Context: an optimization exercise on an open-source flow, tuned for small area, a short achievable clock period and few clock cycles. The choices shown serve that exercise and are no tape-out recipe. Function was checked by simulation only, so behaviour that the tests miss may differ from the original. Power and IR drop assume default switching activity.

==> flow/design.v <==
package aids_pkg;
   localparam int OP_W     = 3;
   localparam int POS_W    = 5;
   localparam int DATA_W   = 32;
   localparam int STAT_W   = 2;
   localparam int FOUND_W  = 4;
   localparam int COUNT_W  = 5;
   localparam int UPC_W    = 5;
   localparam logic [OP_W-1:0] OP_CLEAR  = 3'd0;
   localparam logic [OP_W-1:0] OP_INSERT = 3'd1;
   localparam logic [OP_W-1:0] OP_DELETE = 3'd2;
   localparam logic [OP_W-1:0] OP_SEARCH = 3'd3;
   localparam logic [OP_W-1:0] OP_READ   = 3'd4;
   localparam logic [STAT_W-1:0] ST_OK       = 2'd0;
   localparam logic [STAT_W-1:0] ST_FULL     = 2'd1;
   localparam logic [STAT_W-1:0] ST_BADPOS   = 2'd2;
   localparam logic [STAT_W-1:0] ST_NOTFOUND = 2'd3;
   localparam logic [2:0] IDX_HOLD = 3'd0;
   localparam logic [2:0] IDX_CNT  = 3'd1;
   localparam logic [2:0] IDX_POS  = 3'd2;
   localparam logic [2:0] IDX_ZERO = 3'd3;
   localparam logic [2:0] IDX_INC  = 3'd4;
   localparam logic [2:0] IDX_DEC  = 3'd5;
   localparam logic [1:0] RA_IDX = 2'd0;
   localparam logic [1:0] RA_DEC = 2'd1;
   localparam logic [1:0] RA_INC = 2'd2;
   localparam logic WD_RDATA = 1'b0;
   localparam logic WD_VALUE = 1'b1;
   localparam logic [1:0] CNT_HOLD = 2'd0;
   localparam logic [1:0] CNT_CLR  = 2'd1;
   localparam logic [1:0] CNT_INC  = 2'd2;
   localparam logic [1:0] CNT_DEC  = 2'd3;
   localparam logic [2:0] CND_NEXT       = 3'd0;
   localparam logic [2:0] CND_ALWAYS     = 3'd1;
   localparam logic [2:0] CND_IDX_EQ_POS = 3'd2;
   localparam logic [2:0] CND_LAST       = 3'd3;
   localparam logic [2:0] CND_IDX_EQ_CNT = 3'd4;
   localparam logic [2:0] CND_HIT        = 3'd5;
   localparam logic [UPC_W-1:0] U_CLR       = 5'd0;
   localparam logic [UPC_W-1:0] U_NOP       = 5'd1;
   localparam logic [UPC_W-1:0] U_FULL      = 5'd2;
   localparam logic [UPC_W-1:0] U_BAD       = 5'd3;
   localparam logic [UPC_W-1:0] U_INS_INIT  = 5'd4;
   localparam logic [UPC_W-1:0] U_INS_LOOP  = 5'd5;
   localparam logic [UPC_W-1:0] U_INS_MOVE  = 5'd6;
   localparam logic [UPC_W-1:0] U_INS_PUT   = 5'd7;
   localparam logic [UPC_W-1:0] U_DEL_INIT  = 5'd8;
   localparam logic [UPC_W-1:0] U_DEL_LOOP  = 5'd9;
   localparam logic [UPC_W-1:0] U_DEL_MOVE  = 5'd10;
   localparam logic [UPC_W-1:0] U_DEL_END   = 5'd11;
   localparam logic [UPC_W-1:0] U_SRCH_INIT = 5'd12;
   localparam logic [UPC_W-1:0] U_SRCH_LOOP = 5'd13;
   localparam logic [UPC_W-1:0] U_SRCH_TEST = 5'd14;
   localparam logic [UPC_W-1:0] U_SRCH_INC  = 5'd15;
   localparam logic [UPC_W-1:0] U_SRCH_MISS = 5'd16;
   localparam logic [UPC_W-1:0] U_SRCH_HIT  = 5'd17;
   localparam logic [UPC_W-1:0] U_RD_INIT   = 5'd18;
   localparam logic [UPC_W-1:0] U_RD_ADDR   = 5'd19;
   localparam logic [UPC_W-1:0] U_RD_OUT    = 5'd20;
   typedef struct packed {
      logic [2:0]        idx_op;
      logic              rd_en;
      logic [1:0]        ra_sel;
      logic              wr_en;
      logic              wd_sel;
      logic [1:0]        cnt_op;
      logic [2:0]        cond;
      logic [UPC_W-1:0]  target;
      logic              fin;
      logic [STAT_W-1:0] rsp_status;
      logic              rsp_found;
      logic              rsp_read;
   } ctrl_type;
   typedef struct packed {
      logic full;
      logic ins_bad;
      logic pos_bad;
      logic idx_eq_pos;
      logic idx_last;
      logic idx_eq_cnt;
      logic hit;
   } flags_type;
endpackage
import aids_pkg::*;
module aids_seq
(
   input  logic            clock,
   input  logic            reset,
   input  logic            start,
   input  logic [OP_W-1:0] opcode,
   input  aids_pkg::flags_type       flags,
   output logic            busy,
   output aids_pkg::ctrl_type        ctrl
);
   logic             busy_ff, busy_in;
   logic [UPC_W-1:0] upc_ff, upc_in;
   logic [UPC_W-1:0] entry;
   aids_pkg::ctrl_type         word;
   logic             take;
   always_comb begin
      case (opcode)
         OP_CLEAR:  entry = U_CLR;
         OP_INSERT: entry = flags.full ? U_FULL : (flags.ins_bad ? U_BAD : U_INS_INIT);
         OP_DELETE: entry = flags.pos_bad ? U_BAD : U_DEL_INIT;
         OP_SEARCH: entry = U_SRCH_INIT;
         OP_READ:   entry = flags.pos_bad ? U_BAD : U_RD_INIT;
         default:   entry = U_NOP;
      endcase
   end
   always_comb begin
      case (upc_ff)
         U_CLR: word = {IDX_HOLD, 1'b0, RA_IDX, 1'b0, WD_RDATA, CNT_CLR, CND_NEXT,
                       U_CLR, 1'b1, ST_OK, 1'b0, 1'b0};
         U_NOP: word = {IDX_HOLD, 1'b0, RA_IDX, 1'b0, WD_RDATA, CNT_HOLD, CND_NEXT,
                       U_CLR, 1'b1, ST_OK, 1'b0, 1'b0};
         U_FULL: word = {IDX_HOLD, 1'b0, RA_IDX, 1'b0, WD_RDATA, CNT_HOLD, CND_NEXT,
                        U_CLR, 1'b1, ST_FULL, 1'b0, 1'b0};
         U_BAD: word = {IDX_HOLD, 1'b0, RA_IDX, 1'b0, WD_RDATA, CNT_HOLD, CND_NEXT,
                       U_CLR, 1'b1, ST_BADPOS, 1'b0, 1'b0};
         U_INS_INIT: word = {IDX_CNT, 1'b0, RA_IDX, 1'b0, WD_RDATA, CNT_HOLD, CND_NEXT,
                            U_CLR, 1'b0, ST_OK, 1'b0, 1'b0};
         U_INS_LOOP: word = {IDX_HOLD, 1'b1, RA_DEC, 1'b0, WD_RDATA, CNT_HOLD,
                            CND_IDX_EQ_POS, U_INS_PUT, 1'b0, ST_OK, 1'b0, 1'b0};
         U_INS_MOVE: word = {IDX_DEC, 1'b0, RA_IDX, 1'b1, WD_RDATA, CNT_HOLD, CND_ALWAYS,
                            U_INS_LOOP, 1'b0, ST_OK, 1'b0, 1'b0};
         U_INS_PUT: word = {IDX_HOLD, 1'b0, RA_IDX, 1'b1, WD_VALUE, CNT_INC, CND_NEXT,
                           U_CLR, 1'b1, ST_OK, 1'b0, 1'b0};
         U_DEL_INIT: word = {IDX_POS, 1'b0, RA_IDX, 1'b0, WD_RDATA, CNT_HOLD, CND_NEXT,
                            U_CLR, 1'b0, ST_OK, 1'b0, 1'b0};
         U_DEL_LOOP: word = {IDX_HOLD, 1'b1, RA_INC, 1'b0, WD_RDATA, CNT_HOLD, CND_LAST,
                            U_DEL_END, 1'b0, ST_OK, 1'b0, 1'b0};
         U_DEL_MOVE: word = {IDX_INC, 1'b0, RA_IDX, 1'b1, WD_RDATA, CNT_HOLD, CND_ALWAYS,
                            U_DEL_LOOP, 1'b0, ST_OK, 1'b0, 1'b0};
         U_DEL_END: word = {IDX_HOLD, 1'b0, RA_IDX, 1'b0, WD_RDATA, CNT_DEC, CND_NEXT,
                           U_CLR, 1'b1, ST_OK, 1'b0, 1'b0};
         U_SRCH_INIT: word = {IDX_ZERO, 1'b0, RA_IDX, 1'b0, WD_RDATA, CNT_HOLD, CND_NEXT,
                             U_CLR, 1'b0, ST_OK, 1'b0, 1'b0};
         U_SRCH_LOOP: word = {IDX_HOLD, 1'b1, RA_IDX, 1'b0, WD_RDATA, CNT_HOLD,
                             CND_IDX_EQ_CNT, U_SRCH_MISS, 1'b0, ST_OK, 1'b0, 1'b0};
         U_SRCH_TEST: word = {IDX_HOLD, 1'b0, RA_IDX, 1'b0, WD_RDATA, CNT_HOLD, CND_HIT,
                             U_SRCH_HIT, 1'b0, ST_OK, 1'b0, 1'b0};
         U_SRCH_INC: word = {IDX_INC, 1'b0, RA_IDX, 1'b0, WD_RDATA, CNT_HOLD, CND_ALWAYS,
                            U_SRCH_LOOP, 1'b0, ST_OK, 1'b0, 1'b0};
         U_SRCH_MISS: word = {IDX_HOLD, 1'b0, RA_IDX, 1'b0, WD_RDATA, CNT_HOLD, CND_NEXT,
                             U_CLR, 1'b1, ST_NOTFOUND, 1'b0, 1'b0};
         U_SRCH_HIT: word = {IDX_HOLD, 1'b0, RA_IDX, 1'b0, WD_RDATA, CNT_HOLD, CND_NEXT,
                            U_CLR, 1'b1, ST_OK, 1'b1, 1'b0};
         U_RD_INIT: word = {IDX_POS, 1'b0, RA_IDX, 1'b0, WD_RDATA, CNT_HOLD, CND_NEXT,
                           U_CLR, 1'b0, ST_OK, 1'b0, 1'b0};
         U_RD_ADDR: word = {IDX_HOLD, 1'b1, RA_IDX, 1'b0, WD_RDATA, CNT_HOLD, CND_NEXT,
                           U_CLR, 1'b0, ST_OK, 1'b0, 1'b0};
         U_RD_OUT: word = {IDX_HOLD, 1'b0, RA_IDX, 1'b0, WD_RDATA, CNT_HOLD, CND_NEXT,
                          U_CLR, 1'b1, ST_OK, 1'b0, 1'b1};
         default: word = {IDX_HOLD, 1'b0, RA_IDX, 1'b0, WD_RDATA, CNT_HOLD, CND_NEXT,
                         U_CLR, 1'b1, ST_OK, 1'b0, 1'b0};
      endcase
   end
   always_comb begin
      case (word.cond)
         CND_NEXT:       take = 1'b0;
         CND_ALWAYS:     take = 1'b1;
         CND_IDX_EQ_POS: take = flags.idx_eq_pos;
         CND_LAST:       take = flags.idx_last;
         CND_IDX_EQ_CNT: take = flags.idx_eq_cnt;
         CND_HIT:        take = flags.hit;
         default:        take = 1'b0;
      endcase
   end
   always_comb begin
      busy_in = busy_ff;
      upc_in  = upc_ff;
      if (!busy_ff) begin
         if (start) begin
            busy_in = 1'b1;
            upc_in  = entry;
         end
      end else if (word.fin) begin
         busy_in = 1'b0;
      end else begin
         upc_in = take ? word.target : upc_ff + UPC_W'(1);
      end
   end
   always_ff @(posedge clock) begin
      if (reset) begin
         busy_ff <= 1'b0;
         upc_ff  <= U_CLR;
      end else begin
         busy_ff <= busy_in;
         upc_ff  <= upc_in;
      end
   end
   assign busy = busy_ff;
   assign ctrl = busy_ff ? word : '0;
endmodule
import aids_pkg::*;
module aids_dpath
#(
   parameter int CAPACITY = 16
)(
   input  logic                     clock,
   input  logic                     reset,
   input  logic                     load,
   input  logic [POS_W-1:0]         req_position,
   input  logic signed [DATA_W-1:0] req_value,
   input  logic signed [DATA_W-1:0] req_key,
   input  aids_pkg::ctrl_type                 ctrl,
   output aids_pkg::flags_type                flags,
   output logic                     rsp_strobe,
   output logic [STAT_W-1:0]        rsp_status,
   output logic [FOUND_W-1:0]       rsp_found_index,
   output logic signed [DATA_W-1:0] rsp_read_value,
   output logic [COUNT_W-1:0]       rsp_count
);
   localparam int CNT_W = $clog2(CAPACITY + 1);
   localparam int IDX_W = $clog2(CAPACITY);
   localparam int CMP_W = (CNT_W > POS_W) ? CNT_W : POS_W;
   logic signed [DATA_W-1:0] mem [CAPACITY];
   logic [CNT_W-1:0]         cnt_ff, cnt_in;
   logic [CNT_W-1:0]         idx_ff, idx_in;
   logic [POS_W-1:0]         pos_ff;
   logic signed [DATA_W-1:0] value_ff;
   logic signed [DATA_W-1:0] key_ff;
   logic signed [DATA_W-1:0] rdata_ff;
   logic [CNT_W-1:0]         raddr;
   logic signed [DATA_W-1:0] wdata;
   logic [CMP_W-1:0]         pos_ext, req_pos_ext, cnt_ext, idx_ext;
   logic [CNT_W:0]           idx_plus;
   logic                     strobe_ff;
   logic [STAT_W-1:0]        status_ff;
   logic [FOUND_W-1:0]       found_ff;
   logic signed [DATA_W-1:0] read_ff;
   logic [COUNT_W-1:0]       count_ff;
   logic [CMP_W-1:0]         idx_out_ext, cnt_out_ext;
   assign pos_ext     = CMP_W'(pos_ff);
   assign req_pos_ext = CMP_W'(req_position);
   assign cnt_ext     = CMP_W'(cnt_ff);
   assign idx_ext     = CMP_W'(idx_ff);
   assign idx_plus    = {1'b0, idx_ff} + (CNT_W + 1)'(1);
   always_comb begin
      flags.full       = (cnt_ff >= CNT_W'(CAPACITY));
      flags.ins_bad    = (req_pos_ext > cnt_ext);
      flags.pos_bad    = (req_pos_ext >= cnt_ext);
      flags.idx_eq_pos = (idx_ext == pos_ext);
      flags.idx_last   = (idx_plus >= {1'b0, cnt_ff});
      flags.idx_eq_cnt = (idx_ff == cnt_ff);
      flags.hit        = (rdata_ff == key_ff);
   end
   always_comb begin
      case (ctrl.idx_op)
         IDX_CNT:  idx_in = cnt_ff;
         IDX_POS:  idx_in = pos_ext[CNT_W-1:0];
         IDX_ZERO: idx_in = '0;
         IDX_INC:  idx_in = idx_ff + CNT_W'(1);
         IDX_DEC:  idx_in = idx_ff - CNT_W'(1);
         default:  idx_in = idx_ff;
      endcase
   end
   always_comb begin
      case (ctrl.cnt_op)
         CNT_CLR: cnt_in = '0;
         CNT_INC: cnt_in = cnt_ff + CNT_W'(1);
         CNT_DEC: cnt_in = cnt_ff - CNT_W'(1);
         default: cnt_in = cnt_ff;
      endcase
   end
   always_comb begin
      case (ctrl.ra_sel)
         RA_DEC:  raddr = idx_ff - CNT_W'(1);
         RA_INC:  raddr = idx_ff + CNT_W'(1);
         default: raddr = idx_ff;
      endcase
   end
   assign wdata = (ctrl.wd_sel == WD_VALUE) ? value_ff : rdata_ff;
   always_ff @(posedge clock) begin
      if (ctrl.wr_en) begin
         mem[idx_ff[IDX_W-1:0]] <= wdata;
      end
      if (ctrl.rd_en) begin
         rdata_ff <= mem[raddr[IDX_W-1:0]];
      end
   end
   always_ff @(posedge clock) begin
      if (load) begin
         pos_ff   <= req_position;
         value_ff <= req_value;
         key_ff   <= req_key;
      end
      idx_ff <= idx_in;
   end
   assign idx_out_ext = CMP_W'(idx_ff);
   assign cnt_out_ext = CMP_W'(cnt_in);
   always_ff @(posedge clock) begin
      if (ctrl.fin) begin
         status_ff <= ctrl.rsp_status;
         found_ff  <= ctrl.rsp_found ? idx_out_ext[FOUND_W-1:0] : '0;
         read_ff   <= ctrl.rsp_read ? rdata_ff : '0;
         count_ff  <= cnt_out_ext[COUNT_W-1:0];
      end
   end
   always_ff @(posedge clock) begin
      if (reset) begin
         cnt_ff    <= '0;
         strobe_ff <= 1'b0;
      end else begin
         cnt_ff    <= cnt_in;
         strobe_ff <= ctrl.fin;
      end
   end
   assign rsp_strobe      = strobe_ff;
   assign rsp_status      = status_ff;
   assign rsp_found_index = found_ff;
   assign rsp_read_value  = read_ff;
   assign rsp_count       = count_ff;
endmodule
import aids_pkg::*;
module array_insert_delete_search_top
#(
   parameter int CAPACITY = 16
)(
   input  logic                      clock,
   input  logic                      reset,
   input  logic                      start,
   output logic                      busy,
   input  logic [OP_W-1:0]           req_opcode,
   input  logic [POS_W-1:0]          req_position,
   input  logic signed [DATA_W-1:0]  req_value,
   input  logic signed [DATA_W-1:0]  req_key,
   output logic                      rsp_strobe,
   output logic [STAT_W-1:0]         rsp_status,
   output logic [FOUND_W-1:0]        rsp_found_index,
   output logic signed [DATA_W-1:0]  rsp_read_value,
   output logic [COUNT_W-1:0]        rsp_count
);
   aids_pkg::ctrl_type  ctrl;
   aids_pkg::flags_type flags;
   logic      load;
   assign load = start && !busy;
   aids_seq u_seq (
      .clock  (clock),
      .reset  (reset),
      .start  (start),
      .opcode (req_opcode),
      .flags  (flags),
      .busy   (busy),
      .ctrl   (ctrl)
   );
   aids_dpath #(
      .CAPACITY (CAPACITY)
   ) u_dpath (
      .clock           (clock),
      .reset           (reset),
      .load            (load),
      .req_position    (req_position),
      .req_value       (req_value),
      .req_key         (req_key),
      .ctrl            (ctrl),
      .flags           (flags),
      .rsp_strobe      (rsp_strobe),
      .rsp_status      (rsp_status),
      .rsp_found_index (rsp_found_index),
      .rsp_read_value  (rsp_read_value),
      .rsp_count       (rsp_count)
   );
endmodule
==> flow/run.sh <==
#!/bin/bash
# synth_recipe.tcl (not shown) runs the flow's synth.tcl, then flattens the netlist and writes it again
# the make line also repeats each setting of config.mk as NAME=value (left out here)
make -C /OpenROAD-flow-scripts/flow DESIGN_CONFIG=/design/flow/config.mk WORK_HOME=/design/flow/orfs CLKGATE_MAP_FILE= SYNTH_SCRIPT=/design/flow/synth_recipe.tcl finish
==> flow/config.mk <==
export PLATFORM = sky130hd
export DESIGN_NAME = array_insert_delete_search_top
export DESIGN_NICKNAME = array_insert_delete_search_top
export VERILOG_FILES = /design/flow/design.v
export SDC_FILE = /design/flow/constraint.sdc
export NUM_CORES = 4
export LEC_CHECK = 0
export CAP_MARGIN = 20
export CORE_MARGIN = 2
export CORE_UTILIZATION = 40
export SLEW_MARGIN = 20
==> flow/constraint.sdc <==
create_clock -name core_clock -period 5.0 [get_ports {clock}]
set_input_delay 1.0000 -clock core_clock [delete_from_list [all_inputs] [get_ports {clock}]]
set_output_delay 1.0000 -clock core_clock [all_outputs]
set_load 0.01 [all_outputs]
==> impl_results.md <==
- Post-synth EDFFs: approximately 660
- Fill count: slightly below 6000
- Post-Syn Area per Cell: approximately 19 sq um
- Async set-or-reset flop fraction in the synthesized netlist: 0%
- Starting Density: between 40% and 50%
- Reg-to-reg slack, setup: 0.62 ns
- Yosys reg bits: around 690
- Via/cell ratio: about 5.5
- Setup crit start kind: register
- Met3 Use GR: under 10%
- Slowest stage delay, CP: ~0.7 ns
- First-pass DRT Iterations: 7
- Crit-path leading delay family: compound AO/OA/AOI/OAI gates
- Met2 global-route usage: roughly 30%
- CTS clock-pin slew for the worst setup and hold paths: about 0.070 ns
- Final WL: between 60 and 70 mm
- Slew @ Worst Pin: roughly 1.1 ns
- Slew headroom: a little over a quarter
- Mux contribution to synthesized area: between 10% and 20%
- Synth top area share: a little under three quarters
- Hold Violations, Final: 0
- Residual DRC: 0
- Pin count of the biggest net entering global routing: 65
- GR Overflow Total: 0
- Mapped Area: about 0.028 sq mm
- WP depth: 15
- Worst Hold Class: reg -> reg
- DRT iter0 DRCs: between 1000 and 1500
- RSZ-0062 raised after global routing: false
- Post-Synth Adder-Cell Area: approximately 1.3%
- Count leader, synth: edfxtp_1
- Postcts setup bufs: 0
- Clk latency of the worst-skew pair: just over 0.6 ns
- Final min period: 4.38 ns
- Crit. End Element: register
- Die area: between 0.07 and 0.08 sq mm
- Ys flop type: edfxtp_1
- Setup TNS: 0 ns
- Area Growth Syn to Fin: 17.7%
- WS Path Type: reg -> reg
- Crit-path max FO: 12
- Tot GR Track Use: 18.9%
- Simple-Gate Fraction of Synth Area: between 4 and 5%
- Synth cell count leaders: edfxtp_1, mux4_2, a21oi_1
- Die Width: between 200 and 300 um
- Top cells by area, synth: edfxtp_1, mux4_2, dfxtp_1, mux2i_1, mux2_2
- Synth Area in XOR/XNOR: approximately 1.6%
- Via count: approximately 14000
- Worst path slowest cell: edfxtp_1
- Outcome: no timing/DRC/antenna violations
- Synth Area in Compound Gates: about 3.8%
- CTS Buf Count: 74
- Core Region: just under 0.07 sq mm
- Synth cell types: 76
- CTS tree: built
- Hpwl dp: ~38 mm
- Root Buffer: clkbuf_16
- CTS Buffer Depth: 3
- Crit-path cells: inv_1 > ha_1 > ha_1 > a21oi_1 > o21a_1 > o21ai_0 > or3_4 > o21ai_0 > o221ai_1 > nor2_1 > inv_1 > ha_1 > inv_1 > or3_1 > a31oi_1
- Cell Rows: between 90 and 100
- Clock skew: ~0.020 ns
- Share of layout cells above drive strength 1: 20.6%
- WP data required: approximately 5.5 ns
- Ports: 120
- Drt wl/cell: ~26 um
- # port buffers: 119
- Hold Crit Start: u_seq.word[2]
- Die Y-Extent: 268 um
- WHS Path Cells: 1
- F_max: ~0.23 GHz
- Worst R2R Start: u_dpath.idx_ff[0]
- Static Leak: 10.7 nW
- Final Cycle Share: 87.5%
- Hold Slack: 0.532 ns
- Fin. max-slew vios: 0
- Worst vdd ir: about 220 uV
- Mapped Cells: around 1500
- Post-route ant nets: 0
- Seq/Total Area, Yosys: between 70% and 80%
- Layout Nets: about 1700
- Pwr Density: around 370 mW/mm^2
- Worst R2R End: u_seq.word[22]
- Vias in the first global route: around 15000
- Worst r2r path cells: 15
- Max Cap Viol: 0
- Worst EP arrival: just under 5 ns
- Yosys Warn Count: 2
- Hold Buf Count CTS: 0
- Met1 Use GR: 26.9%
- Initial antenna violation count: 5
- Buf/Inv on CP: 3
- Num Clock Sinks: 694
- Main combinational cell family by area after synthesis: multiplexers
- First-pass GRT wire length: a little under 100 mm
- Area leader, netlist: edfxtp_1
- Final setup fails: 0
- Ant diodes: 0
- GRT busiest layer: met2
- RePlAce Congestion: 0.854
- Post-CTS Resized: 0
- Min-Delay Endpoint: u_dpath.status_ff[0]
- H-tree lvl count: 3
- Syn nets: 1569
state kept, by name, summed over array words and instances, names as in the netlist:
register / count
u_dpath.pos_ff: 5
u_dpath.found_ff: 4
u_dpath.idx_ff: 5
u_seq.upc_ff: 5
u_dpath.value_ff: 32
u_seq.busy_ff: 1
u_seq.word: 21
u_dpath.read_ff: 32
u_dpath.rdata_ff: 32
u_dpath.mem: 512
u_dpath.strobe_ff: 1
u_dpath.key_ff: 32
u_dpath.cnt_ff: 5
u_dpath.status_ff: 2
u_dpath.count_ff: 5
cell type report:
type / count / area (sq um) / share of cell area [%]
clock buffers: 92 / 2010 / 6.15
repair buffers: 158 / 1600 / 4.87
inverters: 29 / 113 / 0.344
well taps: 931 / 1160 / 3.56
clock inverters: 40 / 392 / 1.20
multi-input cells: 670 / 6960 / 21.3
flip-flops and latches: 694 / 20500 / 62.6
routing by layer:
layer	wire length [um]	up-vias	share of wire, %
li1	-	6259	-
met1	29800	7539	45
met2	31200	514	47
met5	7	-	0.010
met3	4340	108	6.5
met4	1450	2	2.2
worst max-delay path by stage:
stage	startpoint	to	slack, ns
3_5_place_dp	req_position[3]	u_seq.word[5]	0.54
6_report	u_dpath.idx_ff[0]	u_seq.word[22]	0.62
3_3_place_gp	req_position[3]	u_seq.word[5]	0.62
2_1_floorplan	start	u_seq.word[10]	1.14
5_1_grt	u_dpath.idx_ff[0]	u_seq.word[22]	0.28
4_1_cts	u_dpath.idx_ff[0]	u_seq.word[5]	0.69
through the flow:
step / setup WS (ns) / instances / power [mW] / utilization, % / cell area [sq um]
final: 0.623 / 2614 / 12.2 / 47.7 / 32800
after global routing: 0.283 / 2614 / 12.5 / 47.7 / 32800
after CTS: 0.688 / 2614 / 12.3 / 47.7 / 32800
after detailed placement: 0.541 / 2482 / 6.87 / 44.2 / 30300
after global placement: 0.617 / 2482 / 6.87 / 44.2 / 30300
after floorplan: 1.14 / 1465 / 6.69 / - / 27800
power by group:
part	internal [mW]	switching (mW)
registers	6.36	0.0370
logic	0.162	0.194
clock network	3.18	2.24
total	9.71	2.47
cell usage in the layout, fill, tap and decap left out, types with 16 or more instances in the layout:
cell type	instances
mux2_2	32
ha_1	28
mux2i_1	38
xnor2_1	20
and2_2	18
a21oi_1	51
dfxtp_1	32
nor2b_1	38
nor3_1	16
clkbuf_16	78
nand2_1	27
nand3_1	18
edfxtp_1	661
inv_1	25
xor2_1	30
and3_1	39
a211oi_1	36
mux4_2	128
buf_4	30
clkdlybuf4s50_1	119
nor2_1	20
kinds of logic (layout without fill, tap and decap cells):
| group | count (synthesis) | in the layout |
|---|---|---|
| multiplexers | 199 | 199 |
| AO/OA/AOI/OAI | 155 | 155 |
| XOR/XNOR | 50 | 50 |
| buffers and inverters | 101 | 319 |
| adder cells (fa/ha/maj) | 29 | 29 |
| flip-flops | 694 | 694 |
| AND/OR/NAND/NOR | 237 | 237 |
worst reg2reg max path, delay by kind of cell, from the launching register on:
family,cells,cell delay (ns)
and+or+nand+nor,3,0.83
adders and majority gates,3,0.94
buffers and inverters,3,0.46
AOI/OAI and AO/OA,6,1.35
DFF,1,0.70
Testbench counts, summed over its fixed seeds: cycles 48,006.

-- static timing again, ports no longer ideal --
No port has a modelled driver above. Below, the same layout with a new extraction and two added sets of constraints. Step 1 assumes that a clkbuf_16 drives the clock port and a buf_2 every other input. Step 2 also shifts input and output timing later by t, the mid clock arrival at the registers, as if the neighbouring blocks saw the same clock. a / b / c = ideal / step 1 / step 2; a / b = the first two.
t (ns): 0.661
setup WS [ns]: 0.623 / 0.623 / 0.449
worst hold slack (ns): 0.532 / 0.532 / 0.532
clock arrival spread, ns: 0.023 / 0.024
slew at the worst register clock pin (ns): 0.07 / 0.07
After both steps setup and hold are still met in this run. The setup slack of this run moves by 0.000 ns with the drivers and by -0.174 ns with both steps.
